Source: an optimization exercise on an open RTL-to-GDS flow (aim: small area, a short achievable clock period and few clock cycles per item). Production flows keep margins and buffers that such runs may drop.
Function was checked by simulation only, so behaviour that the tests miss may differ from the original.

$ cat flow/config.mk
export PLATFORM = sky130hd
export DESIGN_NAME = chacha_keystream_block_core
export DESIGN_NICKNAME = chacha_keystream_block_core
export VERILOG_FILES = /design/flow/design.v
export SDC_FILE = /design/flow/constraint.sdc
export NUM_CORES = 4
export LEC_CHECK = 0
export CAP_MARGIN = 35
export CORE_MARGIN = 2
export CORE_UTILIZATION = 40
export SETUP_SLACK_MARGIN = 0.4
export SLEW_MARGIN = 35
$ cat flow/constraint.sdc
create_clock -name core_clock -period 10.0 [get_ports {clk_i}]
set_input_delay 2.0000 -clock core_clock [delete_from_list [all_inputs] [get_ports {clk_i}]]
set_output_delay 2.0000 -clock core_clock [all_outputs]
set_load 0.01 [all_outputs]
$ cat flow/design.v
package chacha_pkg;
  localparam int unsigned NumWords  = 16;
  localparam int unsigned WordW     = 32;
  localparam int unsigned IdxW      = 4;
  localparam int unsigned RoundW    = 5;
  localparam int unsigned CfgIdxW   = 3;
  localparam int unsigned CfgDataW  = 64;
  localparam int unsigned CounterW  = 64;
  localparam logic [RoundW-1:0] RoundsReset = 5'd20;
  localparam logic [CfgIdxW-1:0] CFG_ROUND_COUNT = 3'd0;
  localparam logic [CfgIdxW-1:0] CFG_KEY_01      = 3'd1;
  localparam logic [CfgIdxW-1:0] CFG_KEY_23      = 3'd2;
  localparam logic [CfgIdxW-1:0] CFG_KEY_45      = 3'd3;
  localparam logic [CfgIdxW-1:0] CFG_KEY_67      = 3'd4;
  localparam logic [CfgIdxW-1:0] CFG_NONCE       = 3'd5;
  localparam logic [WordW-1:0] SIGMA0 = 32'h6170_7865;
  localparam logic [WordW-1:0] SIGMA1 = 32'h3320_646E;
  localparam logic [WordW-1:0] SIGMA2 = 32'h7962_2D32;
  localparam logic [WordW-1:0] SIGMA3 = 32'h6B20_6574;
  localparam int unsigned Slots   = 4;
  localparam int unsigned SeqW    = 2;
  localparam int unsigned GapW    = 5;
  localparam logic [GapW-1:0] MinGap = 5'd16;
  typedef struct packed {
    logic            load;
    logic            renew;
    logic            take;
    logic            read;
    logic            advance;
    logic [IdxW-1:0] idx;
  } chacha_cmd_t;
  typedef struct packed {
    logic [RoundW-1:0] round_count;
  } chacha_sts_t;
endpackage
import chacha_pkg::*;
module chacha_ctrl (
  input  logic                    clk_i,
  input  logic                    rst_ni,
  input  logic                    in_valid_i,
  output logic                    in_stall_o,
  input  logic                    out_stall_i,
  output logic                    out_valid_o,
  output chacha_pkg::chacha_cmd_t cmd_o,
  input  chacha_pkg::chacha_sts_t sts_i
);
  logic [Slots-1:0]             vld_q;
  logic [Slots-1:0][RoundW-1:0] left_q;
  logic [Slots-1:0][SeqW-1:0]   seq_q;
  logic [SeqW-1:0] in_seq_q, out_seq_q;
  logic [GapW-1:0] gap_q, gap_d;
  logic            buf_busy_q, buf_busy_d;
  logic [IdxW-1:0] idx_q, idx_d;
  logic            pv_q, pv_d;
  logic            ov_q, ov_d;
  logic            stall_q, stall_d;
  logic fin, take, slot_free, accept, restart;
  logic out_free, p_free, read;
  logic fin_n, take_n;
  logic [SeqW-1:0] out_seq_d;
  assign fin       = vld_q[3] && (left_q[3] <= 5'd1);
  assign take      = fin && (seq_q[3] == out_seq_q) && !buf_busy_q;
  assign restart   = fin && !take;
  assign slot_free = !vld_q[3] || take;
  assign accept    = in_valid_i && !stall_q;
  assign out_free = !ov_q || !out_stall_i;
  assign p_free   = !pv_q || out_free;
  assign read     = buf_busy_q && p_free;
  always_comb begin
    buf_busy_d = buf_busy_q;
    idx_d      = idx_q;
    if (read) begin
      idx_d = idx_q + 4'd1;
      if (idx_q == 4'(NumWords - 1)) buf_busy_d = 1'b0;
    end
    if (take) begin
      buf_busy_d = 1'b1;
      idx_d      = '0;
    end
    pv_d = read ? 1'b1 : (out_free ? 1'b0 : pv_q);
    ov_d = out_free ? pv_q : ov_q;
    gap_d     = accept ? '0 : ((gap_q == '1) ? gap_q : gap_q + 1'b1);
    out_seq_d = out_seq_q + SeqW'(take);
    fin_n   = vld_q[2] && (left_q[2] <= 5'd1);
    take_n  = fin_n && (seq_q[2] == out_seq_d) && !buf_busy_d;
    stall_d = !((!vld_q[2] || take_n) && (gap_d >= MinGap));
  end
  always_ff @(posedge clk_i or negedge rst_ni) begin
    if (!rst_ni) begin
      vld_q      <= '0;
      in_seq_q   <= '0;
      out_seq_q  <= '0;
      gap_q      <= '1;
      buf_busy_q <= 1'b0;
      idx_q      <= '0;
      pv_q       <= 1'b0;
      ov_q       <= 1'b0;
      stall_q    <= 1'b0;
    end else begin
      vld_q[3:1] <= vld_q[2:0];
      vld_q[0]   <= accept || restart || (vld_q[3] && !fin);
      in_seq_q   <= in_seq_q + SeqW'(accept);
      out_seq_q  <= out_seq_d;
      gap_q      <= gap_d;
      buf_busy_q <= buf_busy_d;
      idx_q      <= idx_d;
      pv_q       <= pv_d;
      ov_q       <= ov_d;
      stall_q    <= stall_d;
    end
  end
  always_ff @(posedge clk_i) begin
    left_q[3:1] <= left_q[2:0];
    seq_q[3:1]  <= seq_q[2:0];
    if (slot_free) begin
      left_q[0] <= sts_i.round_count;
      seq_q[0]  <= in_seq_q;
    end else if (restart) begin
      left_q[0] <= sts_i.round_count;
      seq_q[0]  <= seq_q[3];
    end else begin
      left_q[0] <= left_q[3] - 5'd1;
      seq_q[0]  <= seq_q[3];
    end
  end
  assign in_stall_o  = stall_q;
  assign out_valid_o = ov_q;
  assign cmd_o.load    = slot_free || restart;
  assign cmd_o.renew   = slot_free;
  assign cmd_o.take    = take;
  assign cmd_o.read    = read;
  assign cmd_o.advance = out_free;
  assign cmd_o.idx     = idx_q;
endmodule
import chacha_pkg::*;
module chacha_dp (
  input  logic                           clk_i,
  input  logic                           rst_ni,
  input  chacha_pkg::chacha_cmd_t        cmd_i,
  output chacha_pkg::chacha_sts_t        sts_o,
  input  logic [chacha_pkg::CounterW-1:0] block_counter_i,
  input  logic                           cfg_valid_i,
  output logic                           cfg_ready_o,
  input  logic [chacha_pkg::CfgIdxW-1:0] cfg_index_i,
  input  logic [chacha_pkg::CfgDataW-1:0] cfg_data_i,
  output logic [chacha_pkg::WordW-1:0]   keystream_word_o,
  output logic [chacha_pkg::IdxW-1:0]    word_index_o,
  output logic                           last_word_o
);
  logic [RoundW-1:0]   rounds_q;
  logic [CfgDataW-1:0] key01_q, key23_q, key45_q, key67_q, nonce_q;
  logic [Slots-1:0][3:0][WordW-1:0] ra_q;
  logic [Slots-1:0][3:0][WordW-1:0] rb_q;
  logic [Slots-1:0][3:0][WordW-1:0] rc_q;
  logic [Slots-1:0][3:0][WordW-1:0] rd_q;
  logic [Slots-1:0][CounterW-1:0] rcnt_q;
  logic [3:0][WordW-1:0] ba_q, bb_q, bc_q, bd_q;
  logic [CounterW-1:0] bcnt_q;
  logic [WordW-1:0]    p_word_q, p_st_q;
  logic [IdxW-1:0]     p_idx_q;
  logic [WordW-1:0]    out_word_q;
  logic [IdxW-1:0]     out_idx_q;
  logic                out_last_q;
  assign cfg_ready_o = 1'b1;
  always_ff @(posedge clk_i or negedge rst_ni) begin
    if (!rst_ni) begin
      rounds_q <= RoundsReset;
      key01_q  <= '0;
      key23_q  <= '0;
      key45_q  <= '0;
      key67_q  <= '0;
      nonce_q  <= '0;
    end else if (cfg_valid_i && cfg_ready_o) begin
      case (cfg_index_i)
        CFG_ROUND_COUNT: rounds_q <= cfg_data_i[RoundW-1:0];
        CFG_KEY_01:      key01_q  <= cfg_data_i;
        CFG_KEY_23:      key23_q  <= cfg_data_i;
        CFG_KEY_45:      key45_q  <= cfg_data_i;
        CFG_KEY_67:      key67_q  <= cfg_data_i;
        CFG_NONCE:       nonce_q  <= cfg_data_i;
        default: ;
      endcase
    end
  end
  logic [Slots-1:0][3:0][WordW-1:0] sa;
  logic [Slots-1:0][3:0][WordW-1:0] sb;
  logic [Slots-1:0][3:0][WordW-1:0] sc;
  logic [Slots-1:0][3:0][WordW-1:0] sd;
  for (genvar k = 0; k < 4; k++) begin : g_stage
    localparam int Rot = (k == 0) ? 16 : (k == 1) ? 12 : (k == 2) ? 8 : 7;
    for (genvar g = 0; g < 4; g++) begin : g_lane
      logic [WordW-1:0] x;
      if (k % 2 == 0) begin : g_abd
        assign sa[k][g] = ra_q[k][g] + rb_q[k][g];
        assign x        = rd_q[k][g] ^ sa[k][g];
        assign sd[k][g] = {x[WordW-1-Rot:0], x[WordW-1:WordW-Rot]};
        assign sb[k][g] = rb_q[k][g];
        assign sc[k][g] = rc_q[k][g];
      end else begin : g_cdb
        assign sc[k][g] = rc_q[k][g] + rd_q[k][g];
        assign x        = rb_q[k][g] ^ sc[k][g];
        assign sb[k][g] = {x[WordW-1-Rot:0], x[WordW-1:WordW-Rot]};
        assign sa[k][g] = ra_q[k][g];
        assign sd[k][g] = rd_q[k][g];
      end
    end
  end
  logic [3:0][WordW-1:0] fa, fb, fc, fd;
  for (genvar g = 0; g < 4; g++) begin : g_regroup
    assign fa[g] = sa[3][(4 - g) % 4];
    assign fb[g] = sb[3][(5 - g) % 4];
    assign fc[g] = sc[3][(6 - g) % 4];
    assign fd[g] = sd[3][(7 - g) % 4];
  end
  logic [CounterW-1:0] ctr;
  logic [3:0][WordW-1:0] ia, ib, ic, id;
  assign ctr = cmd_i.renew ? block_counter_i : rcnt_q[3];
  assign ia  = {SIGMA3, SIGMA2, SIGMA1, SIGMA0};
  assign ib  = {key23_q, key01_q};
  assign ic  = {key67_q, key45_q};
  assign id  = {nonce_q, ctr};
  always_ff @(posedge clk_i) begin
    for (int k = 1; k < 4; k++) begin
      ra_q[k]   <= sa[k-1];
      rb_q[k]   <= sb[k-1];
      rc_q[k]   <= sc[k-1];
      rd_q[k]   <= sd[k-1];
      rcnt_q[k] <= rcnt_q[k-1];
    end
    if (cmd_i.load) begin
      ra_q[0] <= ia;
      rb_q[0] <= ib;
      rc_q[0] <= ic;
      rd_q[0] <= id;
    end else begin
      ra_q[0] <= fa;
      rb_q[0] <= fb;
      rc_q[0] <= fc;
      rd_q[0] <= fd;
    end
    rcnt_q[0] <= ctr;
  end
  always_ff @(posedge clk_i) begin
    if (cmd_i.take) begin
      ba_q   <= fa;
      bb_q   <= fb;
      bc_q   <= fc;
      bd_q   <= fd;
      bcnt_q <= rcnt_q[3];
    end
  end
  logic [NumWords-1:0][WordW-1:0] st;
  assign st = {nonce_q, bcnt_q, key67_q, key45_q, key23_q, key01_q,
               SIGMA3, SIGMA2, SIGMA1, SIGMA0};
  logic [1:0]       rd_row, rd_lane;
  logic [WordW-1:0] rd_word;
  always_comb begin
    rd_row  = cmd_i.idx[3:2];
    rd_lane = rounds_q[0] ? (rd_row - cmd_i.idx[1:0]) : cmd_i.idx[1:0];
    case (rd_row)
      2'd0:    rd_word = ba_q[rd_lane];
      2'd1:    rd_word = bb_q[rd_lane];
      2'd2:    rd_word = bc_q[rd_lane];
      default: rd_word = bd_q[rd_lane];
    endcase
    if (rounds_q == '0) rd_word = st[cmd_i.idx];
  end
  always_ff @(posedge clk_i) begin
    if (cmd_i.read) begin
      p_word_q <= rd_word;
      p_st_q   <= st[cmd_i.idx];
      p_idx_q  <= cmd_i.idx;
    end
    if (cmd_i.advance) begin
      out_word_q <= p_word_q + p_st_q;
      out_idx_q  <= p_idx_q;
      out_last_q <= (p_idx_q == 4'(NumWords - 1));
    end
  end
  assign sts_o.round_count = rounds_q;
  assign keystream_word_o = out_word_q;
  assign word_index_o     = out_idx_q;
  assign last_word_o      = out_last_q;
endmodule
import chacha_pkg::*;
module chacha_keystream_block_core (
  input  logic                            clk_i,
  input  logic                            rst_ni,
  input  logic                            in_valid_i,
  output logic                            in_stall_o,
  input  logic [chacha_pkg::CounterW-1:0] block_counter_i,
  output logic                            out_valid_o,
  input  logic                            out_stall_i,
  output logic [chacha_pkg::WordW-1:0]    keystream_word_o,
  output logic [chacha_pkg::IdxW-1:0]     word_index_o,
  output logic                            last_word_o,
  input  logic                            cfg_valid_i,
  output logic                            cfg_ready_o,
  input  logic [chacha_pkg::CfgIdxW-1:0]  cfg_index_i,
  input  logic [chacha_pkg::CfgDataW-1:0] cfg_data_i
);
  chacha_pkg::chacha_cmd_t cmd;
  chacha_pkg::chacha_sts_t sts;
  chacha_ctrl u_ctrl (
    .clk_i       (clk_i),
    .rst_ni      (rst_ni),
    .in_valid_i  (in_valid_i),
    .in_stall_o  (in_stall_o),
    .out_stall_i (out_stall_i),
    .out_valid_o (out_valid_o),
    .cmd_o       (cmd),
    .sts_i       (sts)
  );
  chacha_dp u_dp (
    .clk_i            (clk_i),
    .rst_ni           (rst_ni),
    .cmd_i            (cmd),
    .sts_o            (sts),
    .block_counter_i  (block_counter_i),
    .cfg_valid_i      (cfg_valid_i),
    .cfg_ready_o      (cfg_ready_o),
    .cfg_index_i      (cfg_index_i),
    .cfg_data_i       (cfg_data_i),
    .keystream_word_o (keystream_word_o),
    .word_index_o     (word_index_o),
    .last_word_o      (last_word_o)
  );
endmodule
$ cat flow/run.sh
#!/bin/bash
# synth_recipe.tcl (not shown) runs the flow's synth.tcl, then flattens the netlist and writes it again
# the make line also repeats each setting of config.mk as NAME=value (left out here)
make -C /OpenROAD-flow-scripts/flow DESIGN_CONFIG=/design/flow/config.mk WORK_HOME=/design/flow/orfs CLKGATE_MAP_FILE= SYNTH_SCRIPT=/design/flow/synth_recipe.tcl finish
==> flow_summary.ini, run 1 <==
[floorplanning]
start_util_pct = 40.1
num_rows = 206
dieArea_um2 = 320000
io-pin-count = 176
die_h_um = 565
fp.coreArea_um2 = 314000
chipWidth_um = 565

[layout]
utilization_pct = 46.7
finalNetCount = 11288
drive_gt1_share_pct = 14.2
area_growth_pct = 16.4

[detailed_routing]
vias = 90519
drtIter0Drc = 13105
post_drt_wl_per_cell_um = 43.0
drc = 0
finalWirelength_um = 654000
via_per_inst = 5.96
drt_pass1_iterations = 10
postRouteAntennaNets = 0

[logic_synthesis]
ys_async_sr_fraction_pct = 10.3
netlist_area_um2 = 126000
postSynthCellCount = 10268
yosysSeqAreaShare_pct = 60.2
ys_warn_count = 2
synthFlopType = dfxtp_1
avgSynthCellArea_um2 = 12.3
synthDistinctLibCells = 101
synth_nets = 10961
synth_edf_count = 681
ys_ff_latch = 3359

[clocking]
clock_path_buffers = 4
cts_tree = done
cts.sinks = 3359
htreeDepth = 5
clkLatencyLatePin_ns = 1.00
cts_resized = 0
clk_pin_slew_ns = 0.06
hold_buffers = 0
postCtsSetupRepairBufs = 0
clockRootBuffer = clkbuf_16
numCtsBuffers = 359

[setup_path]
setup.worst_path.class = register to register
critPathTopFamily = compound AO/OA/AOI/OAI gates
cp_data_required_time_ns = 10.91
cp-end-kind = register
cpMaxStageDelayCell = o21ai_0
cp_cell_sequence = ha_1 > inv_1 > fa_1 > nand2b_1 > a21oi_1 > o2111ai_1 > o21ai_0 > o21ai_1 > buf_4 > and4_1 > nor3_1 > xor2_1 > mux2_2
crit_buf_inv = 2
r2r-start = u_dp.rd_q[480]
slowest_delay_ns = 0.90
cp.arrival_ns = 5.90
critPathLaunchType = register
crit_fanout = 6
cp-startpoint = u_dp.rd_q[480]

[global_routing]
grt_pass1_wl_um = 832000
antenna_found_initial = 206
grt_use_met2_pct = 57.6
grt-ovfl-total = 0
use_met3_pct = 10.6
grtUsageMet1_pct = 52.1
grt_use_total_pct = 40.1
first_global_vias = 83915
grt.busiest_layer = met2
grt_max_degree = 133

[hold_path]
min_from = u_dp.rcnt_q[11]
hold_path_class = register to register

[sta]
finalClockSkew_ns = 0.0704
max-slew-margin-rel_pct = 20.1
setup_slack_ns = 5.00
finalCritPeriodShare_pct = 50.0
period_needed_ns = 5.00
rsz0062_at_grt = no
final_hold_viol_count = 0
slew_violations = 0
fmax_ghz = 0.200
worst_slew_pin_slew_ns = 1.19
setup_viol = 0

[place]
pre_cts_slack_ns = 5.01
numPortBuffers = 174
gp_congestion = 1.07
dp_hpwl_um = 537000

[run_status]
status = finished clean

[flow_run]
cap_violations = 0
Yosys cell counts (305+ instances only):
cell type	n	area share, %
a21o_1	305	1.8
a21oi_1	507	2.0
dfrtp_1	339	6.7
dfxtp_1	2332	37
edfxtp_1	681	16
ha_1	540	5.4
mux2_2	473	4.2
nand2_1	1102	3.3
nor2_1	543	1.6
o21ai_0	386	1.5
xnor2_1	380	2.6
xor2_1	627	4.4
state kept, by name (all words and copies together) (netlist names), 5 cells and up:
name and flops:
u_dp.key45_q 64, u_dp.rounds_q 5, u_ctrl.left_q 20, u_dp.bcnt_q 64, u_dp.ra_q 512, u_ctrl.gap_q 5
u_dp.rcnt_q 256, u_dp.ba_q 128, u_dp.bb_q 128, u_ctrl.seq_q 8, u_dp.p_word_q 32, u_dp.out_word_q 32
u_dp.key01_q 64, u_dp.key23_q 64, u_dp.rc_q 512, u_dp.rd_q 512, u_dp.bc_q 128, u_dp.bd_q 128
u_dp.key67_q 64, u_dp.nonce_q 64, u_dp.rb_q 512, u_dp.p_st_q 32
placed cells by master, fill, tap and decap left out, types with 80 or more instances in the layout:
cell / n
mux4_2: 188
nand2_1: 1099
a21oi_1: 506
nor2_1: 532
clkdlybuf4s50_1: 172
and3_1: 119
ha_1: 540
nand3_1: 125
diode_2: 138
nand2b_1: 111
edfxtp_1: 681
nor3_1: 80
dfxtp_1: 2326
o21ai_0: 371
inv_1: 168
xor2_1: 603
dfrtp_1: 334
xnor2_1: 346
clkbuf_16: 376
buf_4: 103
a21o_1: 304
mux2_2: 426
layout make-up:
cell class	instances	area (um2)
fill	28357	168000
sequential	3359	75800
multi-input combinational	6407	49300
clock buffer	495	10400
tap	4160	5200
timing repair buffer	299	2930
clock inverter	172	1960
inverter	169	637
antenna	138	345
path summary, 6_finish.rpt:
kind / endpoint / slack, ns / cells after the start
setup / recovery: u_dp.rb_q[69] / 5.00 / 13
hold / removal: u_dp.rcnt_q[75] / 0.29 / 0
setup reg to reg: u_dp.rb_q[69] / 5.00 / 13
hold reg to reg: u_dp.rcnt_q[75] / 0.29 / 0
max in group asynchronous: u_dp.nonce_q[30] / 7.01 / 3
min in group asynchronous: u_dp.key01_q[7] / 1.03 / 1
stage by stage:
step	cell area (um2)	hold WS (ns)	std cells	TNS, ns
after detailed placement	134000	0.312	14390	0
after global placement	133000	0.310	14387	0
after floorplan	126000	0.310	10268	-3585.58
after CTS	146000	0.298	15057	0
after global routing	146000	0.307	15097	0
final	147000	0.286	15199	0
kinds of logic (layout without fill, tap and decap cells):
group	after synthesis	count (layout)	synth area share (%)
AOI/OAI and AO/OA	1807	1807	9.22
xor gates and xnor gates	1034	1034	7.49
adders and majority gates	557	557	5.63
buffers and inverters	502	1135	1.51
DFF	3359	3359	60.2
muxes	706	706	7.94
other	1	139	0.00298
and+or+nand+nor	2302	2302	8.04
routing by layer:
| metal | vias to the layer above | share of wire, % |
|---|---|---|
| met2 | 5653 | 42 |
| met4 | 90 | 8.5 |
| met5 | - | 0.13 |
| met3 | 1396 | 10 |
| li1 | 37107 | - |
| met1 | 46273 | 40 |
Testbench counts, summed over its fixed seeds: cycles 9,920, blocks 384.
==> run 2, diff against run 1 <==
--- a/flow/config.mk
+++ b/flow/config.mk
@@ -7,6 +7,6 @@
 export LEC_CHECK = 0
 export CAP_MARGIN = 35
 export CORE_MARGIN = 2
-export CORE_UTILIZATION = 40
-export SETUP_SLACK_MARGIN = 0.4
+export CORE_UTILIZATION = 50
+export SETUP_SLACK_MARGIN = 5
 export SLEW_MARGIN = 35
==> flow_summary.ini, run 2 <==
[sta]
final_hold_viol_count = 0
setup_viol = 0
period_needed_ns = 4.86
fmax_ghz = 0.206
worst_slew_pin_slew_ns = 1.20
slew_violations = 0
finalCritPeriodShare_pct = 48.6
max-slew-margin-rel_pct = 19.6
rsz0062_at_grt = no
setup_slack_ns = 5.14
finalClockSkew_ns = 0.0758

[logic_synthesis]
ys_warn_count = 2
ys_ff_latch = 3359
yosysTopAreaCell = dfxtp_1
synthFlopType = dfxtp_1
synth_common_cells = 2332 x dfxtp_1, 1102 x nand2_1, 681 x edfxtp_1
synth.top_cell.area_share_pct = 37.0
synthTopCellsByArea = dfxtp_1 37%, edfxtp_1 16%, dfrtp_1 6.7%
synth_most_common_cell = dfxtp_1
yosysSeqAreaShare_pct = 60.2
postSynthCellCount = 10268
synthDistinctLibCells = 101
netlist_area_um2 = 126000
avgSynthCellArea_um2 = 12.3
synth_edf_count = 681
synth_nets = 10961
ys_async_sr_fraction_pct = 10.3

[setup_path]
slowest_delay_ns = 0.86
r2r-end = u_dp.rd_q[389]
cp_cell_sequence = ha_1 > a2111o_1 > o22ai_1 > a21oi_1 > o211ai_1 > a21boi_1 > a31oi_1 > o211ai_1 > xor2_1
crit_end = u_dp.rd_q[389]
cp_data_required_time_ns = 10.80
crit_fanout = 5
cpMaxStageDelayCell = xor2_1
setup.worst_path.class = register to register
crit_top_cell = o211ai_1
critPathTopFamily = compound AO/OA/AOI/OAI gates
ff2ff_path_depth = 9
cp_num_cells = 9
cp-end-kind = register
critPathLaunchType = register
r2r_slack_ns = 5.14
cp.arrival_ns = 5.67
cp-startpoint = u_dp.rb_q[262]
r2r-start = u_dp.rb_q[262]
crit_buf_inv = 0

[layout]
mostFrequentLayoutCell = dfxtp_1
multi_input_area_um2 = 49300
register_area_um2 = 75800
drive_gt1_share_pct = 13.8
area_growth_pct = 15.3
finalNetCount = 11271
final_cell_mix = 2330 x dfxtp_1, 1099 x nand2_1, 681 x edfxtp_1
fin_area_um2 = 145000
fill_cells = 20631
utilization_pct = 57.9

[floorplanning]
chipWidth_um = 506
dieArea_um2 = 256000
start_util_pct = 50.2
io-pin-count = 176
die_h_um = 506
fp.coreArea_um2 = 251000
num_rows = 184

[detailed_routing]
finalWirelength_um = 621000
drt_pass1_iterations = 8
drc = 0
via_per_inst = 6.47
vias = 92963
postRouteAntennaNets = 0
drtIter0Drc = 15739
post_drt_wl_per_cell_um = 43.2

[clocking]
clockRootBuffer = clkbuf_16
numCtsBuffers = 354
postCtsSetupRepairBufs = 0
clkLatencyLatePin_ns = 1.00
clock_path_buffers = 4
cts.sinks = 3359
htreeDepth = 5
cts_tree = done
clk_pin_slew_ns = 0.07

[place]
pre_cts_slack_ns = 5.02
dp_hpwl_um = 504000
numPortBuffers = 174
placed_area_um2 = 133000
gp_congestion = 1.14

[hold_path]
hold_path_class = register to register

[global_routing]
grt_use_total_pct = 47.4
use_met3_pct = 19.2
grt_pass1_wl_um = 795000
grt_use_met2_pct = 63.7
first_global_vias = 83609
grt.busiest_layer = met2
grtUsageMet1_pct = 59.7
grt-ovfl-total = 0
grt_max_degree = 122
antenna_found_initial = 205

[flow_run]
cap_violations = 0

[run_status]
status = finished clean
==> run 2: area by class of cell <==
type | instances | share of cell area (%)
diodes | 168 | 0.289
clock buffers | 498 | 7.14
inverters | 169 | 0.437
well taps | 3348 | 2.88
flip-flops and latches | 3359 | 52.2
repair buffers | 287 | 1.99
multi-input cells | 6407 | 33.9
clock inverters | 140 | 1.12
==> run 2: how the worst min path moves through the flow <==
stage | startpoint | to | slack [ns] | depth (start not counted)
4_1_cts | u_dp.rc_q[99] | u_dp.rc_q[227] | 0.28 | 0
6_report | u_dp.rc_q[99] | u_dp.rc_q[227] | 0.29 | 0
2_1_floorplan | u_ctrl.left_q[5] | u_ctrl.left_q[10] | 0.31 | 0
3_3_place_gp | u_dp.rcnt_q[149] | u_dp.rcnt_q[213] | 0.31 | 0
5_1_grt | u_dp.rc_q[287] | u_dp.rc_q[415] | 0.29 | 0
3_5_place_dp | u_ctrl.left_q[7] | u_ctrl.left_q[12] | 0.31 | 0
==> run 2: per-stage QoR <==
step / hold WS, ns / setup TNS [ns] / instances
global route: 0.288 / 0 / 14284
detailed placement: 0.312 / 0 / 13567
finish: 0.292 / 0 / 14376
floorplan: 0.310 / -3585.58 / 10268
global placement: 0.310 / 0 / 13559
CTS: 0.282 / 0 / 14205
==> run 2: cell families after synthesis <==
family,Yosys count,synth area share [%]
adders and majority gates,557,5.63
DFF,3359,60.2
AOI/OAI and AO/OA,1807,9.22
muxes,706,7.94
and+or+nand+nor,2302,8.04
buffers and inverters,502,1.51
other,1,0.00298
xor gates and xnor gates,1034,7.49
==> run 2: worst register-to-register path, stage by stage (launching register included) <==
cell      delay (ns)
dfxtp_1         0.73
ha_1            0.43
a2111o_1        0.44
o22ai_1         0.56
a21oi_1         0.37
o211ai_1        0.40
a21boi_1        0.27
a31oi_1         0.36
o211ai_1        0.24
xor2_1          0.86
==> run 2: timing repair <==
action | 4_1_cts | 5_1_grt
endpoints found under the setup margin | 0 | 64
resized for setup | 0 | 1
hold buffers | 0 | 0
==> run 2: per-layer routing <==
metal / wire length, um / up-vias / part of all wire [%]
met5: 616 / - / 0.099
li1: - / 37040 / -
met2: 244000 / 7611 / 39
met1: 226000 / 46397 / 36
met4: 61500 / 80 / 9.9
met3: 89000 / 1835 / 14
==> run 3, diff against run 2 <==
--- a/flow/design.v
+++ b/flow/design.v
@@ -54,15 +54,12 @@
   logic            pv_q, pv_d;
   logic            ov_q, ov_d;
   logic            stall_q, stall_d;
-  logic fin, take, slot_free, accept, restart;
+  logic            take_q, load_q, renew_q;
+  logic accept;
   logic out_free, p_free, read;
-  logic fin_n, take_n;
+  logic fin_n, take_n, free_n;
   logic [SeqW-1:0] out_seq_d;
-  assign fin       = vld_q[3] && (left_q[3] <= 5'd1);
-  assign take      = fin && (seq_q[3] == out_seq_q) && !buf_busy_q;
-  assign restart   = fin && !take;
-  assign slot_free = !vld_q[3] || take;
-  assign accept    = in_valid_i && !stall_q;
+  assign accept = in_valid_i && !stall_q;
   assign out_free = !ov_q || !out_stall_i;
   assign p_free   = !pv_q || out_free;
   assign read     = buf_busy_q && p_free;
@@ -73,17 +70,18 @@
       idx_d = idx_q + 4'd1;
       if (idx_q == 4'(NumWords - 1)) buf_busy_d = 1'b0;
     end
-    if (take) begin
+    if (take_q) begin
       buf_busy_d = 1'b1;
       idx_d      = '0;
     end
     pv_d = read ? 1'b1 : (out_free ? 1'b0 : pv_q);
     ov_d = out_free ? pv_q : ov_q;
     gap_d     = accept ? '0 : ((gap_q == '1) ? gap_q : gap_q + 1'b1);
-    out_seq_d = out_seq_q + SeqW'(take);
+    out_seq_d = out_seq_q + SeqW'(take_q);
     fin_n   = vld_q[2] && (left_q[2] <= 5'd1);
     take_n  = fin_n && (seq_q[2] == out_seq_d) && !buf_busy_d;
-    stall_d = !((!vld_q[2] || take_n) && (gap_d >= MinGap));
+    free_n  = !vld_q[2] || take_n;
+    stall_d = !(free_n && (gap_d >= MinGap));
   end
   always_ff @(posedge clk_i or negedge rst_ni) begin
     if (!rst_ni) begin
@@ -96,9 +94,12 @@
       pv_q       <= 1'b0;
       ov_q       <= 1'b0;
       stall_q    <= 1'b0;
+      take_q     <= 1'b0;
+      load_q     <= 1'b1;
+      renew_q    <= 1'b1;
     end else begin
       vld_q[3:1] <= vld_q[2:0];
-      vld_q[0]   <= accept || restart || (vld_q[3] && !fin);
+      vld_q[0]   <= accept || (vld_q[3] && !take_q);
       in_seq_q   <= in_seq_q + SeqW'(accept);
       out_seq_q  <= out_seq_d;
       gap_q      <= gap_d;
@@ -107,27 +108,22 @@
       pv_q       <= pv_d;
       ov_q       <= ov_d;
       stall_q    <= stall_d;
+      take_q     <= take_n;
+      load_q     <= !vld_q[2] || fin_n;
+      renew_q    <= free_n;
     end
   end
   always_ff @(posedge clk_i) begin
     left_q[3:1] <= left_q[2:0];
     seq_q[3:1]  <= seq_q[2:0];
-    if (slot_free) begin
-      left_q[0] <= sts_i.round_count;
-      seq_q[0]  <= in_seq_q;
-    end else if (restart) begin
-      left_q[0] <= sts_i.round_count;
-      seq_q[0]  <= seq_q[3];
-    end else begin
-      left_q[0] <= left_q[3] - 5'd1;
-      seq_q[0]  <= seq_q[3];
-    end
+    left_q[0] <= load_q ? sts_i.round_count : left_q[3] - 5'd1;
+    seq_q[0]  <= renew_q ? in_seq_q : seq_q[3];
   end
   assign in_stall_o  = stall_q;
   assign out_valid_o = ov_q;
-  assign cmd_o.load    = slot_free || restart;
-  assign cmd_o.renew   = slot_free;
-  assign cmd_o.take    = take;
+  assign cmd_o.load    = load_q;
+  assign cmd_o.renew   = renew_q;
+  assign cmd_o.take    = take_q;
   assign cmd_o.read    = read;
   assign cmd_o.advance = out_free;
   assign cmd_o.idx     = idx_q;
--- a/flow/config.mk
+++ b/flow/config.mk
@@ -7,6 +7,6 @@
 export LEC_CHECK = 0
 export CAP_MARGIN = 35
 export CORE_MARGIN = 2
-export CORE_UTILIZATION = 50
+export CORE_UTILIZATION = 45
 export SETUP_SLACK_MARGIN = 5
 export SLEW_MARGIN = 35
==> flow_summary.ini, run 3 <==
[run_status]
status = finished clean

[setup_path]
cp.arrival_ns = 5.89
ff2ff_path_depth = 11
r2r-start = u_dp.rd_q[483]
r2r_slack_ns = 4.98
critPathLaunchType = register
setup.worst_path.class = register to register
r2r-end = u_dp.rb_q[68]
cp_data_required_time_ns = 10.86
crit_fanout = 3
cp-end-kind = register

[logic_synthesis]
netlist_area_um2 = 123000
synth.top_cell.area_share_pct = 38.0
synthFlopType = dfxtp_1
ys_async_sr_fraction_pct = 10.4
synth_edf_count = 681
synth_nets = 9685
yosysSeqAreaShare_pct = 61.8
synthTopCellsByArea = dfxtp_1 38%, edfxtp_1 17%, mux2_2 7.3%
avgSynthCellArea_um2 = 13.6
synthDistinctLibCells = 92
synth_most_common_cell = dfxtp_1
ys_warn_count = 2
synth_common_cells = 2332 x dfxtp_1, 798 x mux2_2, 681 x edfxtp_1
postSynthCellCount = 8993
ys_ff_latch = 3362
yosysTopAreaCell = dfxtp_1

[detailed_routing]
drc = 0
finalWirelength_um = 551000
drtIter0Drc = 10424
vias = 79002
postRouteAntennaNets = 0
drt_pass1_iterations = 6
via_per_inst = 5.81
post_drt_wl_per_cell_um = 40.5

[layout]
register_area_um2 = 75900
drive_gt1_share_pct = 19.6
fill_cells = 23004
finalNetCount = 10079
multi_input_area_um2 = 46600
area_growth_pct = 16.6
final_cell_mix = 2327 x dfxtp_1, 798 x mux2_2, 681 x edfxtp_1
mostFrequentLayoutCell = dfxtp_1

[hold_path]
hold_path_class = register to register
whs_path_depth = 0
min_from = u_dp.rcnt_q[153]
holdPathEnd = u_dp.rcnt_q[217]

[clocking]
clk_pin_slew_ns = 0.07
clock_path_buffers = 4
cts.sinks = 3362
clockRootBuffer = clkbuf_16
clkLatencyLatePin_ns = 0.96
cts_tree = done
numCtsBuffers = 352
htreeDepth = 5
postCtsSetupRepairBufs = 0

[global_routing]
grt_max_degree = 151
grt_pass1_wl_um = 707000
grt_use_total_pct = 38.9
grt_use_met2_pct = 57.8
grtUsageMet1_pct = 50.8
antenna_found_initial = 168
grt.busiest_layer = met2
first_global_vias = 75261
use_met3_pct = 11.1
grt-ovfl-total = 0

[floorplanning]
die_h_um = 526
start_util_pct = 45.3
chipWidth_um = 526
dieArea_um2 = 277000
num_rows = 191
fp.coreArea_um2 = 271000
io-pin-count = 176

[sta]
finalClockSkew_ns = 0.0594
holdWs_ns = 0.313
final.setup.tns_ns = 0
max-slew-margin-rel_pct = 19.4
worst_slew_pin_slew_ns = 1.20
rsz0062_at_grt = no
fmax_ghz = 0.199
setup_viol = 0
final_hold_viol_count = 0
period_needed_ns = 5.02
slew_violations = 0
finalCritPeriodShare_pct = 50.2

[flow_run]
cap_violations = 0

[place]
gp_congestion = 1.03
dp_hpwl_um = 448000
numPortBuffers = 174
-- run 3: area by class of cell --
cell class | count | area share [%]
multi-input cells | 5292 | 32.6
well taps | 3570 | 3.12
clock inverters | 147 | 1.33
repair buffers | 268 | 1.88
diodes | 342 | 0.598
inverters | 111 | 0.291
clock buffers | 513 | 7.19
flip-flops and latches | 3362 | 53.0
-- run 3: routing by layer --
metal	wire, um	up-vias
met4	37400	28
li1	-	33378
met1	220000	40553
met5	323	-
met3	56400	823
met2	237000	4220
-- run 3: worst max path at each step --
stage	slack, ns	endpoint	startpoint
floorplan	4.42	u_ctrl.stall_q	u_ctrl.take_q
global route	4.98	u_dp.rb_q[264]	u_dp.rd_q[128]
global placement	3.77	u_dp.rb_q[38]	u_dp.rd_q[385]
finish	4.98	u_dp.rb_q[68]	u_dp.rd_q[483]
detailed placement	4.44	u_dp.rb_q[38]	u_dp.rd_q[391]
CTS	5.01	u_dp.rb_q[101]	u_dp.rd_q[450]
-- run 3: timing repair --
item                                    CTS  global route
cloned                                    0             0
pin swaps                                 0             0
gates resized for setup                  18             2
hold buffers                              0             0
endpoints found under the setup margin   22             2
-- run 3: cell families after synthesis --
group                      count (synthesis)  share of synthesized area [%]
AOI/OAI and AO/OA                       1496                           7.85
xor gates and xnor gates                1019                           7.39
adders and majority gates                556                           5.77
buffers and inverters                    339                           1.04
DFF                                     3362                           61.8
muxes                                   1040                           11.5
other                                      1                        0.00305
and+or+nand+nor                         1180                           4.63
-- run 3: per-stage QoR --
stage               setup WS, ns  std cells  cell area (um2)  util [%]
global placement            3.77      12595           129000      47.6
finish                      4.98      13605           143000      52.8
global route                4.98      13544           143000      52.8
CTS                         5.01      13260           142000      52.5
detailed placement          4.44      12600           130000      47.9
floorplan                   4.42       8993           123000         -
-- run 3: critical path, cell delays in order, from the launching register on --
cell and delay (ns):
dfxtp_1 0.82, ha_1 0.32, inv_1 0.07, o211ai_1 0.40
nand3_1 0.34, a31oi_1 0.55, o21ai_1 0.36, o21ai_0 0.47
o31ai_1 0.17, xnor2_2 0.45, xor2_4 0.56, mux2_2 0.44
Testbench counts of run 3, summed over its fixed seeds: cycles 9,920, blocks 384.
==> run 4, diff against run 3 <==
--- a/flow/config.mk
+++ b/flow/config.mk
@@ -8,5 +8,6 @@
 export CAP_MARGIN = 35
 export CORE_MARGIN = 2
 export CORE_UTILIZATION = 45
+export CTS_BUF_LIST = sky130_fd_sc_hd__clkbuf_4 sky130_fd_sc_hd__clkbuf_8
 export SETUP_SLACK_MARGIN = 5
 export SLEW_MARGIN = 35
==> flow_summary.ini, run 4 <==
[run_status]
status = finished clean

[layout]
final_cell_mix = 2326 x dfxtp_1, 798 x mux2_2, 693 x clkbuf_8
utilization_pct = 52.9
fin_cells = 13953
mostFrequentLayoutCell = dfxtp_1
area_growth_pct = 16.8
drive_gt1_share_pct = 23.5
fill_cells = 23168
finalNetCount = 10291

[logic_synthesis]
netlist_area_um2 = 123000
synth.top_cell.area_share_pct = 38.0
postSynthCellCount = 8993
synthSimpleGateAreaFrac_pct = 4.63
synth_most_common_cell = dfxtp_1
avgSynthCellArea_um2 = 13.6
ys_warn_count = 2
yosysSeqAreaShare_pct = 61.8
synth_compound_area_share_pct = 7.85
synth-xor-area-share_pct = 7.39
synth_common_cells = 2332 x dfxtp_1, 798 x mux2_2, 681 x edfxtp_1
synth_top_family_by_area = multiplexers
synth_nets = 9685
yosysTopAreaCell = dfxtp_1
synth_edf_count = 681
ys_async_sr_fraction_pct = 10.4
synthTopCellsByArea = dfxtp_1 38%, edfxtp_1 17%, mux2_2 7.3%
synth.area.mux_share_pct = 11.5
synth_adder_area_share_pct = 5.77
synthFlopType = dfxtp_1
synthDistinctLibCells = 92
ys_ff_latch = 3362

[clocking]
cts_tree = done
clock_path_buffers = 4
clkLatencyLatePin_ns = 1.24
htreeDepth = 6
cts.sinks = 3362
postCtsSetupRepairBufs = 0
numCtsBuffers = 563
clockRootBuffer = clkbuf_8
hold_buffers = 0
clk_pin_slew_ns = 0.06

[global_routing]
antenna_found_initial = 161
first_global_vias = 77319
grt_pass1_wl_um = 712000
grt-ovfl-total = 0
grt_use_total_pct = 39.1
grt_max_degree = 151

[detailed_routing]
via_per_inst = 5.78
drtIter0Drc = 10317
post_drt_wl_per_cell_um = 39.7
postRouteAntennaNets = 0
vias = 80657
finalWirelength_um = 554000
drt_pass1_iterations = 6
drc = 0

[setup_path]
cp-end-kind = register
cpMaxStageDelayCell = dfxtp_1
critPathLaunchType = register
cp_data_required_time_ns = 11.16
cp_cell_sequence = ha_1 > a21oi_1 > o21a_1 > nor3_1 > or3_1 > nand2_1 > o21ai_1 > o221ai_1 > xnor2_2 > xor2_2 > mux2_2
crit_fanout = 4
cp.arrival_ns = 6.23
slowest_delay_ns = 0.82
critPathTopFamily = XOR/XNOR gates
crit_buf_inv = 0
setup.worst_path.class = register to register

[floorplanning]
start_util_pct = 45.3
die_h_um = 526
dieArea_um2 = 277000
io-pin-count = 176
num_rows = 191
fp.coreArea_um2 = 271000
chipWidth_um = 526

[sta]
max-slew-margin-rel_pct = 19.3
rsz0062_at_grt = no
final.setup.tns_ns = 0
setup_viol = 0
holdWs_ns = 0.292
worst_slew_pin_slew_ns = 1.21
finalCritPeriodShare_pct = 50.6
period_needed_ns = 5.06
slew_violations = 0
final_hold_viol_count = 0
fmax_ghz = 0.198
finalClockSkew_ns = 0.0582

[place]
gp_congestion = 1.03
place_inst = 12600
numPortBuffers = 174
dp_hpwl_um = 448000

[flow_run]
cap_violations = 0

[hold_path]
hold_path_class = register to register
-- run 4: through the flow --
| step | area [um2] | setup slack [ns] |
|---|---|---|
| floorplan | 123000 | 4.42 |
| global placement | 129000 | 3.77 |
| detailed placement | 130000 | 4.44 |
| CTS | 142000 | 5.03 |
| global route | 143000 | 4.98 |
| finish | 143000 | 4.94 |
-- run 4: repair_timing --
item,in CTS,in global routing
endpoints found under the hold margin,0,0
cloned,0,0
setup endpoints to repair,22,4
pin swaps,0,1
resized for setup,19,2
-- run 4: final timing paths --
kind	endpoint	depth (start not counted)	slack (ns)	start
worst max-delay path	u_dp.rb_q[101]	11	4.94	u_dp.rd_q[451]
worst min-delay path	u_dp.rc_q[176]	0	0.29	u_dp.rc_q[48]
worst max register to register	u_dp.rb_q[101]	11	4.94	u_dp.rd_q[451]
worst min register to register	u_dp.rc_q[176]	0	0.29	u_dp.rc_q[48]
max in group asynchronous	u_dp.key45_q[24]	5	7.00	rst_ni
min in group asynchronous	u_dp.key23_q[3]	1	0.72	rst_ni
-- run 4: logic make-up (layout without fill, tap and decap cells) --
family                     Yosys count  after routing
adders and majority gates          556            556
AOI/OAI and AO/OA                 1496           1496
DFF                               3362           3362
muxes                             1040           1040
and+or+nand+nor                   1180           1180
other                                1            309
buffers and inverters              339           1421
xor gates and xnor gates          1019           1019
-- run 4: layout make-up --
| type | instances | area (um2) | area share (%) |
|---|---|---|---|
| Antenna cell | 308 | 771 | 0.537 |
| Sequential cell | 3362 | 75900 | 52.9 |
| Timing Repair Buffer | 269 | 2710 | 1.89 |
| Multi-Input combinational cell | 5292 | 46600 | 32.5 |
| Clock inverter | 145 | 1450 | 1.01 |
| Clock buffer | 896 | 11100 | 7.71 |
| Inverter | 111 | 417 | 0.291 |
| Tap cell | 3570 | 4470 | 3.11 |
-- run 4: layer usage --
| layer | vias up | global-route usage [%] | routed length [um] |
|---|---|---|---|
| met5 | - | 0 | 137 |
| met1 | 41345 | 50.9 | 221000 |
| met3 | 876 | 11.4 | 56700 |
| met4 | 22 | 22.9 | 35800 |
| met2 | 4513 | 57.8 | 240000 |
| li1 | 33901 | - | - |
==> run 5, diff against run 4 <==
==> flow/flow/run.sh (new file) <==
#!/bin/bash
set -euo pipefail
bash standard.sh SETUP_SLACK_MARGIN=6.0 finish > flow_make.log 2>&1
==> flow/standard.sh (new file) <==
#!/bin/bash
# synth_recipe.tcl (not shown) runs the flow's synth.tcl, then flattens the netlist and writes it again
# the make line also repeats each setting of config.mk as NAME=value (left out here)
make -C /OpenROAD-flow-scripts/flow DESIGN_CONFIG=/design/flow/config.mk WORK_HOME=/design/flow/orfs CLKGATE_MAP_FILE= SYNTH_SCRIPT=/design/flow/synth_recipe.tcl "${@:-finish}"
--- a/flow/config.mk
+++ b/flow/config.mk
@@ -8,6 +8,4 @@
 export CAP_MARGIN = 35
 export CORE_MARGIN = 2
 export CORE_UTILIZATION = 45
-export CTS_BUF_LIST = sky130_fd_sc_hd__clkbuf_4 sky130_fd_sc_hd__clkbuf_8
-export SETUP_SLACK_MARGIN = 5
 export SLEW_MARGIN = 35
removed: flow/run.sh
==> flow_summary.ini, run 5 <==
[clocking]
clk_pin_slew_ns = 0.06
cts_tree = done
clkLatencyLatePin_ns = 0.96
cts.sinks = 3362
numCtsBuffers = 350
htreeDepth = 5
clock_path_buffers = 4
clockRootBuffer = clkbuf_16
hold_buffers = 0

[logic_synthesis]
synth_edf_count = 681
synth_common_cells = 2332 x dfxtp_1, 798 x mux2_2, 681 x edfxtp_1
synth-xor-area-share_pct = 7.39
ys_ff_latch = 3362
synth_adder_area_share_pct = 5.77
synthTopCellsByArea = dfxtp_1 38%, edfxtp_1 17%, mux2_2 7.3%
yosysTopAreaCell = dfxtp_1
postSynthCellCount = 8993
synthDistinctLibCells = 92
synth_nets = 9685
avgSynthCellArea_um2 = 13.6
ys_async_sr_fraction_pct = 10.4
netlist_area_um2 = 123000
synth.top_cell.area_share_pct = 38.0
ys_warn_count = 2
synthFlopType = dfxtp_1
synth_most_common_cell = dfxtp_1
synth_top_family_by_area = multiplexers
synth_compound_area_share_pct = 7.85
synth.area.mux_share_pct = 11.5
synthSimpleGateAreaFrac_pct = 4.63
yosysSeqAreaShare_pct = 61.8

[layout]
multi_input_area_um2 = 47900
utilization_pct = 53.2
drive_gt1_share_pct = 21.8
area_growth_pct = 17.5
fill_cells = 22586
mostFrequentLayoutCell = dfxtp_1
finalNetCount = 10124
register_area_um2 = 75900
fin_cells = 13508
final_cell_mix = 2304 x dfxtp_1, 798 x mux2_2, 681 x edfxtp_1
fin_area_um2 = 144000

[sta]
slew_violations = 0
fmax_ghz = 0.242
period_needed_ns = 4.12
rsz0062_at_grt = yes
max-slew-margin-rel_pct = 27.4
setup_viol = 0
worst_slew_pin_slew_ns = 1.09
finalCritPeriodShare_pct = 41.2
final_hold_viol_count = 0
final.setup.tns_ns = 0
finalClockSkew_ns = 0.0656

[setup_path]
crit_end = u_dp.rb_q[359]
r2r-end = u_dp.rb_q[359]
r2r-start = u_dp.rd_q[227]
cp_data_required_time_ns = 10.73
ff2ff_path_depth = 11
setup.worst_path.class = register to register
r2r_slack_ns = 5.88
cp-end-kind = register
crit_fanout = 12
cp.arrival_ns = 4.86
cp-startpoint = u_dp.rd_q[227]
critPathLaunchType = register

[flow_run]
cap_violations = 0

[floorplanning]
dieArea_um2 = 277000
fp.coreArea_um2 = 271000
start_util_pct = 45.3
chipWidth_um = 526
io-pin-count = 176
num_rows = 191
die_h_um = 526

[place]
place_inst = 12593
dp_hpwl_um = 436000
gp_congestion = 1.04
placed_area_um2 = 130000
numPortBuffers = 174

[detailed_routing]
post_drt_wl_per_cell_um = 40.0
finalWirelength_um = 540000
drtIter0Drc = 10545
vias = 79631
via_per_inst = 5.90
drc = 0
drt_pass1_iterations = 7
postRouteAntennaNets = 0

[global_routing]
grt-ovfl-total = 0
antenna_found_initial = 148
first_global_vias = 75521
grt_pass1_wl_um = 696000
grt_use_total_pct = 38.1
grt_max_degree = 143

[hold_path]
hold_path_class = register to register
whs_path_depth = 0

[run_status]
status = finished clean
==> run 5: cell counts after synthesis <==
No cell type changed its count.
==> run 5: critical path, cell delays in order, from the launching register on <==
cell and delay (ns):
dfxtp_1 0.38, ha_1 0.41, a21o_1 0.14, nand2_1 0.11
a311o_1 0.42, a21boi_2 0.27, a221o_2 0.32, a41oi_4 0.21
o21ai_2 0.37, a31oi_1 0.16, xnor2_1 0.33, xor2_2 0.79
==> run 5: area by class of cell <==
cell class | instances | area share, %
Sequential cell | 3362 | 52.6
Multi-Input combinational cell | 5292 | 33.2
Clock buffer | 511 | 7.22
Tap cell | 3570 | 3.10
Timing Repair Buffer | 315 | 2.18
Clock inverter | 141 | 1.04
Antenna cell | 206 | 0.357
Inverter | 111 | 0.289
==> run 5: through the flow <==
| step | worst slack [ns] | hold slack [ns] |
|---|---|---|
| final | 5.88 | 0.303 |
| after global routing | 5.82 | 0.315 |
| after global placement | 4.12 | 0.310 |
| after CTS | 5.92 | 0.303 |
| after floorplan | 4.42 | 0.310 |
| after detailed placement | 4.71 | 0.312 |
==> run 5: kinds of logic after synthesis <==
logic type / count (synthesis)
adders and majority gates: 556
buffers and inverters: 339
DFF: 3362
xor gates and xnor gates: 1019
other: 1
muxes: 1040
AOI/OAI and AO/OA: 1496
and+or+nand+nor: 1180
==> run 5: per-layer routing <==
metal | share of wire, % | track usage, %
met1 | 39 | 49.7
met2 | 43 | 56.0
met3 | 11 | 12.1
met4 | 6.4 | 21.2
met5 | 0.044 | 0
==> run 5: repair_timing <==
action / CTS / global route
buffers inserted: 37 / 17
resized for setup: 205 / 81
setup endpoints to repair: 295 / 152
pin swaps: 37 / 31
==> run 5: worst min-delay path by stage <==
stage,slack (ns),start,endpoint
2_1_floorplan,0.31,u_ctrl.left_q[5],u_ctrl.left_q[10]
3_3_place_gp,0.31,u_dp.rcnt_q[100],u_dp.rcnt_q[164]
3_5_place_dp,0.31,u_dp.rc_q[51],u_dp.rc_q[179]
4_1_cts,0.30,u_dp.rc_q[320],u_dp.rc_q[448]
5_1_grt,0.31,u_dp.rc_q[353],u_dp.rc_q[481]
6_report,0.30,u_dp.ra_q[153],u_dp.ra_q[281]
==> run 6, diff against run 5 <==
--- a/flow/design.v
+++ b/flow/design.v
@@ -25,6 +25,7 @@
     logic            load;
     logic            renew;
     logic            take;
+    logic            emit0;
     logic            read;
     logic            advance;
     logic [IdxW-1:0] idx;
@@ -56,13 +57,14 @@
   logic            stall_q, stall_d;
   logic            take_q, load_q, renew_q;
   logic accept;
-  logic out_free, p_free, read;
+  logic out_free, p_free, read, emit0;
   logic fin_n, take_n, free_n;
   logic [SeqW-1:0] out_seq_d;
   assign accept = in_valid_i && !stall_q;
   assign out_free = !ov_q || !out_stall_i;
   assign p_free   = !pv_q || out_free;
   assign read     = buf_busy_q && p_free;
+  assign emit0    = take_q && p_free;
   always_comb begin
     buf_busy_d = buf_busy_q;
     idx_d      = idx_q;
@@ -72,9 +74,9 @@
     end
     if (take_q) begin
       buf_busy_d = 1'b1;
-      idx_d      = '0;
+      idx_d      = emit0 ? 4'd1 : 4'd0;
     end
-    pv_d = read ? 1'b1 : (out_free ? 1'b0 : pv_q);
+    pv_d = (read || emit0) ? 1'b1 : (out_free ? 1'b0 : pv_q);
     ov_d = out_free ? pv_q : ov_q;
     gap_d     = accept ? '0 : ((gap_q == '1) ? gap_q : gap_q + 1'b1);
     out_seq_d = out_seq_q + SeqW'(take_q);
@@ -124,6 +126,7 @@
   assign cmd_o.load    = load_q;
   assign cmd_o.renew   = renew_q;
   assign cmd_o.take    = take_q;
+  assign cmd_o.emit0   = emit0;
   assign cmd_o.read    = read;
   assign cmd_o.advance = out_free;
   assign cmd_o.idx     = idx_q;
@@ -259,10 +262,11 @@
       2'd2:    rd_word = bc_q[rd_lane];
       default: rd_word = bd_q[rd_lane];
     endcase
+    if (cmd_i.emit0)    rd_word = ra_q[3][0];
     if (rounds_q == '0) rd_word = st[cmd_i.idx];
   end
   always_ff @(posedge clk_i) begin
-    if (cmd_i.read) begin
+    if (cmd_i.read || cmd_i.emit0) begin
       p_word_q <= rd_word;
       p_st_q   <= st[cmd_i.idx];
       p_idx_q  <= cmd_i.idx;
==> flow_summary.ini, run 6 <==
[logic_synthesis]
synthTopCellsByArea = dfxtp_1 37%, edfxtp_1 16%, mux2_2 7.3%
synth-xor-area-share_pct = 7.43
postSynthCellCount = 9597
synthSimpleGateAreaFrac_pct = 5.22
synth_adder_area_share_pct = 5.64
synth_top_family_by_area = multiplexers
avgSynthCellArea_um2 = 13.1
synth_common_cells = 2332 x dfxtp_1, 820 x mux2_2, 681 x edfxtp_1
synthFlopType = dfxtp_1
ys_warn_count = 2
synth_nets = 10289
synth_edf_count = 681
synthDistinctLibCells = 90
synth_most_common_cell = dfxtp_1
ys_async_sr_fraction_pct = 10.4
yosysSeqAreaShare_pct = 60.4
yosysTopAreaCell = dfxtp_1
synth_compound_area_share_pct = 9.53
synth.area.mux_share_pct = 10.5
netlist_area_um2 = 126000
synth.top_cell.area_share_pct = 37.1
ys_ff_latch = 3362

[floorplanning]
io-pin-count = 176
fp.coreArea_um2 = 279000
chipWidth_um = 533
die_h_um = 533
num_rows = 194
start_util_pct = 45.1
dieArea_um2 = 284000

[sta]
finalCritPeriodShare_pct = 41.5
rsz0062_at_grt = yes
slew_violations = 0
setup_viol = 0
period_needed_ns = 4.15
final.setup.tns_ns = 0
max-slew-margin-rel_pct = 26.1
finalClockSkew_ns = 0.0610
fmax_ghz = 0.241
final_hold_viol_count = 0
worst_slew_pin_slew_ns = 1.10

[detailed_routing]
vias = 85863
via_per_inst = 6.07
drtIter0Drc = 12061
drt_pass1_iterations = 9
finalWirelength_um = 583000
post_drt_wl_per_cell_um = 41.3
postRouteAntennaNets = 0
drc = 0

[clocking]
numCtsBuffers = 347
clock_path_buffers = 4
clkLatencyLatePin_ns = 0.98
cts_tree = done
hold_buffers = 0
htreeDepth = 5
clk_pin_slew_ns = 0.07
cts.sinks = 3362
clockRootBuffer = clkbuf_16

[place]
dp_hpwl_um = 476000
gp_congestion = 1.09
place_inst = 13282
numPortBuffers = 174

[setup_path]
setup.worst_path.class = register to register
cp.arrival_ns = 5.01
cp-startpoint = u_dp.rd_q[480]
ff2ff_path_depth = 10
crit_fanout = 6
r2r-end = u_dp.rb_q[91]
r2r-start = u_dp.rd_q[480]
cp_data_required_time_ns = 10.86
critPathLaunchType = register
cp-end-kind = register
r2r_slack_ns = 5.85
crit_end = u_dp.rb_q[91]

[layout]
area_growth_pct = 16.2
fin_cells = 14136
finalNetCount = 10623
final_cell_mix = 2324 x dfxtp_1, 820 x mux2_2, 681 x edfxtp_1
mostFrequentLayoutCell = dfxtp_1
drive_gt1_share_pct = 19.6

[global_routing]
grt_pass1_wl_um = 751000
grt-ovfl-total = 0
first_global_vias = 80092
antenna_found_initial = 160
grt_use_total_pct = 40.1
grt_max_degree = 123

[hold_path]
hold_path_class = register to register

[run_status]
status = finished clean

[flow_run]
cap_violations = 0
==> run 6: cell types whose count changed in the layout (fill, tap and decap cells not counted), moves of 23 or more <==
cell      previous run  this run
nand2_1            324       408
a21oi_1            438       503
mux4_2             216       156
a211oi_1            27        76
nand3_1             81       126
o221ai_1             6        47
o21ai_0            243       283
a31oi_1             52        88
diode_2            206       183
==> run 6: worst min-delay path by stage <==
stage,startpoint,endpoint,depth (start not counted)
CTS,u_dp.rc_q[91],u_dp.rc_q[219],0
finish,u_dp.ra_q[241],u_dp.ra_q[369],0
global placement,u_dp.rcnt_q[72],u_dp.rcnt_q[136],0
global route,u_dp.ra_q[241],u_dp.ra_q[369],0
detailed placement,u_dp.rc_q[64],u_dp.rc_q[192],0
floorplan,u_ctrl.left_q[5],u_ctrl.left_q[10],0
==> run 6: layout make-up <==
class | instances | area (um2)
antenna | 183 | 458
clock buffer | 520 | 10500
clock inverter | 127 | 1390
fill | 23869 | 133000
inverter | 128 | 480
multi-input combinational | 5799 | 49800
sequential | 3362 | 75900
tap | 3724 | 4660
timing repair buffer | 293 | 2890
==> run 6: cell families after synthesis <==
kind of cell	Yosys count
buf+inv	436
simple gates	1353
fa+ha+maj	556
other cells	1
compound gates	1841
mux	1019
flops	3362
xor+xnor	1029
==> run 6: layer usage <==
layer	vias to the layer above	GRT usage (%)	part of all wire [%]	wire length, um
met2	5583	59.2	43	249000
met5	-	0	0.046	266
met1	43727	51.5	38	224000
met3	1093	11.7	11	65500
met4	40	25.5	7.6	44400
li1	35420	-	-	-
==> run 6: metrics by stage <==
step / util, % / cell area (um2) / setup slack (ns) / hold WS [ns]
2_1_floorplan: - / 126000 / 3.95 / 0.310
3_3_place_gp: 47.3 / 132000 / 4.84 / 0.310
3_5_place_dp: 47.6 / 133000 / 4.72 / 0.312
4_1_cts: 52.1 / 145000 / 5.95 / 0.309
5_1_grt: 52.4 / 146000 / 5.95 / 0.309
6_report: 52.4 / 146000 / 5.85 / 0.302
==> run 6: critical path, stage by stage, from the launching register on <==
cell	delay, ns
dfxtp_1	0.34
ha_1	0.24
fa_1	0.42
a21oi_1	0.35
nand4b_1	0.22
a21oi_1	0.15
o2111ai_1	0.29
nand2_2	0.28
xor2_1	0.66
xor2_1	0.68
mux2_2	0.43
==> run 6: timing repair <==
action                                  4_1_cts  5_1_grt
setup buffers                                12        9
cloned                                        1        0
endpoints found under the setup margin      168       82
pin swaps                                    11       13
gates resized for setup                      99       57
Testbench counts of run 6, summed over its fixed seeds: cycles 9,888, blocks 384.
==> run 7, diff against run 6 <==
==> flow/flow/run.sh (replaced) <==
#!/bin/bash
set -euo pipefail
bash standard.sh SETUP_SLACK_MARGIN=6.4 finish > flow_make.log 2>&1
--- a/flow/config.mk
+++ b/flow/config.mk
@@ -7,5 +7,5 @@
 export LEC_CHECK = 0
 export CAP_MARGIN = 35
 export CORE_MARGIN = 2
-export CORE_UTILIZATION = 45
+export CORE_UTILIZATION = 55
 export SLEW_MARGIN = 35
==> flow_summary.ini, run 7 <==
[floorplanning]
start_util_pct = 55.3
chipWidth_um = 482
num_rows = 175
dieArea_um2 = 232000
die_h_um = 482
fp.coreArea_um2 = 227000
io-pin-count = 176

[global_routing]
grt-ovfl-total = 0
grt_use_total_pct = 47.4
first_global_vias = 81339
antenna_found_initial = 163
grt_pass1_wl_um = 726000
grt_max_degree = 146

[logic_synthesis]
ys_async_sr_fraction_pct = 10.4
yosysTopAreaCell = dfxtp_1
ys_warn_count = 2
synthFlopType = dfxtp_1
synth_most_common_cell = dfxtp_1
postSynthCellCount = 9597
synthTopCellsByArea = dfxtp_1 37%, edfxtp_1 16%, mux2_2 7.3%
ys_ff_latch = 3362
synth_nets = 10289
netlist_area_um2 = 126000
yosysSeqAreaShare_pct = 60.4
synth_common_cells = 2332 x dfxtp_1, 820 x mux2_2, 681 x edfxtp_1
synthDistinctLibCells = 90
synth_edf_count = 681
avgSynthCellArea_um2 = 13.1
synth.top_cell.area_share_pct = 37.1

[layout]
finalNetCount = 10676
mostFrequentLayoutCell = dfxtp_1
fill_cells = 17072
drive_gt1_share_pct = 21.7
area_growth_pct = 16.8
fin_cells = 13464
register_area_um2 = 75900
multi_input_area_um2 = 51100
final_cell_mix = 2305 x dfxtp_1, 815 x mux2_2, 681 x edfxtp_1

[setup_path]
cp_data_required_time_ns = 10.79
cp-end-kind = register
crit_fanout = 3
crit_buf_inv = 0
slowest_delay_ns = 0.81
critPathTopFamily = compound AO/OA/AOI/OAI gates
cp_cell_sequence = ha_1 > a21o_1 > a21oi_1 > o211ai_1 > and3_1 > o21ai_2 > o41ai_1 > a31o_2 > a21o_1 > xor2_1
cp-startpoint = u_dp.rb_q[1]
crit_top_cell = a21o_1
setup.worst_path.class = register to register
r2r-start = u_dp.rb_q[1]
cpMaxStageDelayCell = o41ai_1
cp.arrival_ns = 4.53
critPathLaunchType = register

[sta]
period_needed_ns = 3.74
final.setup.tns_ns = 0
setup_viol = 0
rsz0062_at_grt = yes
slew_violations = 0
finalCritPeriodShare_pct = 37.4
worst_slew_pin_slew_ns = 1.14
final_hold_viol_count = 0
fmax_ghz = 0.267
finalClockSkew_ns = 0.0792
max-slew-margin-rel_pct = 23.4

[clocking]
htreeDepth = 5
hold_buffers = 0
clkLatencyLatePin_ns = 0.99
numCtsBuffers = 348
cts.sinks = 3362
clock_path_buffers = 4
clk_pin_slew_ns = 0.07
clockRootBuffer = clkbuf_16
cts_tree = done

[place]
place_inst = 12554
numPortBuffers = 174
gp_congestion = 1.12
dp_hpwl_um = 451000

[detailed_routing]
post_drt_wl_per_cell_um = 41.8
postRouteAntennaNets = 0
drt_pass1_iterations = 8
vias = 87685
finalWirelength_um = 563000
drtIter0Drc = 13092
drc = 0
via_per_inst = 6.51

[flow_run]
cap_violations = 0

[run_status]
status = finished clean

[hold_path]
hold_path_class = register to register
min_from = u_dp.rc_q[362]
run 7: routing by layer:
metal | track usage, % | vias to the layer above | wire, um
met5 | 0 | - | 184
li1 | - | 35517 | -
met3 | 19.8 | 1571 | 80700
met1 | 58.3 | 43837 | 201000
met2 | 65.6 | 6732 | 227000
met4 | 37.3 | 28 | 54500
run 7: layout make-up:
class                           count  share of cell area (%)
Clock buffer                      489                    6.91
Clock inverter                    138                   0.989
Antenna cell                      194                   0.331
Sequential cell                  3362                    51.7
Timing Repair Buffer              345                    2.32
Tap cell                         3009                    2.56
Multi-Input combinational cell   5799                    34.8
Inverter                          128                   0.327
run 7: final timing paths:
kind,endpoint,slack (ns),cells after the start
max,u_dp.ra_q[157],6.26,10
min in group asynchronous,u_ctrl.in_seq_q[0],0.86,1
max in group asynchronous,u_dp.nonce_q[62],7.30,3
min,u_dp.rc_q[490],0.28,0
max reg2reg,u_dp.ra_q[157],6.26,10
min reg2reg,u_dp.rc_q[490],0.28,0
run 7: logic make-up after synthesis:
family / share of synthesized area (%)
AOI/OAI and AO/OA: 9.53
xor gates and xnor gates: 7.43
adders and majority gates: 5.64
buffers and inverters: 1.32
DFF: 60.4
muxes: 10.5
other: 0.00298
and+or+nand+nor: 5.22
run 7: repair_timing:
action | in CTS | in global routing
pin swaps | 55 | 46
resized for setup | 409 | 164
gates cloned | 1 | 1
endpoints found under the setup margin | 678 | 358
setup buffers | 56 | 28
run 7: through the flow:
step / utilization (%) / setup WS, ns / cell area [um2] / hold slack (ns)
after floorplan: - / 3.95 / 126000 / 0.310
after global placement: 57.6 / 5.09 / 131000 / 0.310
after detailed placement: 57.8 / 5.05 / 131000 / 0.312
after CTS: 63.9 / 6.19 / 145000 / 0.259
after global routing: 64.5 / 6.33 / 147000 / 0.291
final: 64.6 / 6.26 / 147000 / 0.284
run 7: worst register-to-register path, stage by stage, from the launching register on:
cell and delay [ns]:
dfxtp_1 0.62, ha_1 0.22, a21o_1 0.13, a21oi_1 0.12
o211ai_1 0.30, and3_1 0.29, o21ai_2 0.18, o41ai_1 0.81
a31o_2 0.26, a21o_1 0.15, xor2_1 0.50

==> static timing again, ports no longer ideal <==
How much do the figures lean on ideal ports? The routed layouts below were timed once more, with nothing changed but the port constraints.
Step 1 sets driving cells, clkbuf_16 on the clock port and buf_2 on the other inputs (assumed; they add their load-dependent delay and slew).
Step 2 times the ports against the registers' clock, not the clock port: input delays grow and output delays shrink by t, the midpoint of the rising clock arrivals with the driver on.
Three values: no drivers, after step 1, after step 2; two values: the first two.
run	t (ns)	setup WS [ns]	worst setup path after step 2	clock arrival spread, ns	worst data-port slew with drivers (ns)
run 1	1.083	5.002 / 5.002 / 4.877	input to register	0.078 / 0.079	0.11
run 2	1.073	5.137 / 5.137 / 4.873	input to register	0.078 / 0.079	0.16
run 3	1.049	4.976 / 4.976 / 4.862	input to register	0.060 / 0.060	0.50
run 4	1.309	4.939 / 4.939 / 4.837	input to register	0.062 / 0.062	0.43
run 5	1.038	5.876 / 5.876 / 5.169	input to register	0.068 / 0.067	0.48
run 6	1.059	5.851 / 5.851 / 5.094	input to register	0.064 / 0.065	0.32
run 7	1.067	6.260 / 6.260 / 5.474	input to register	0.079 / 0.080	0.29
After both steps setup and hold are still met in every run listed. For run 7, which loses most, drivers alone change the setup slack by 0.000 ns; drivers and shift together by -0.786 ns.
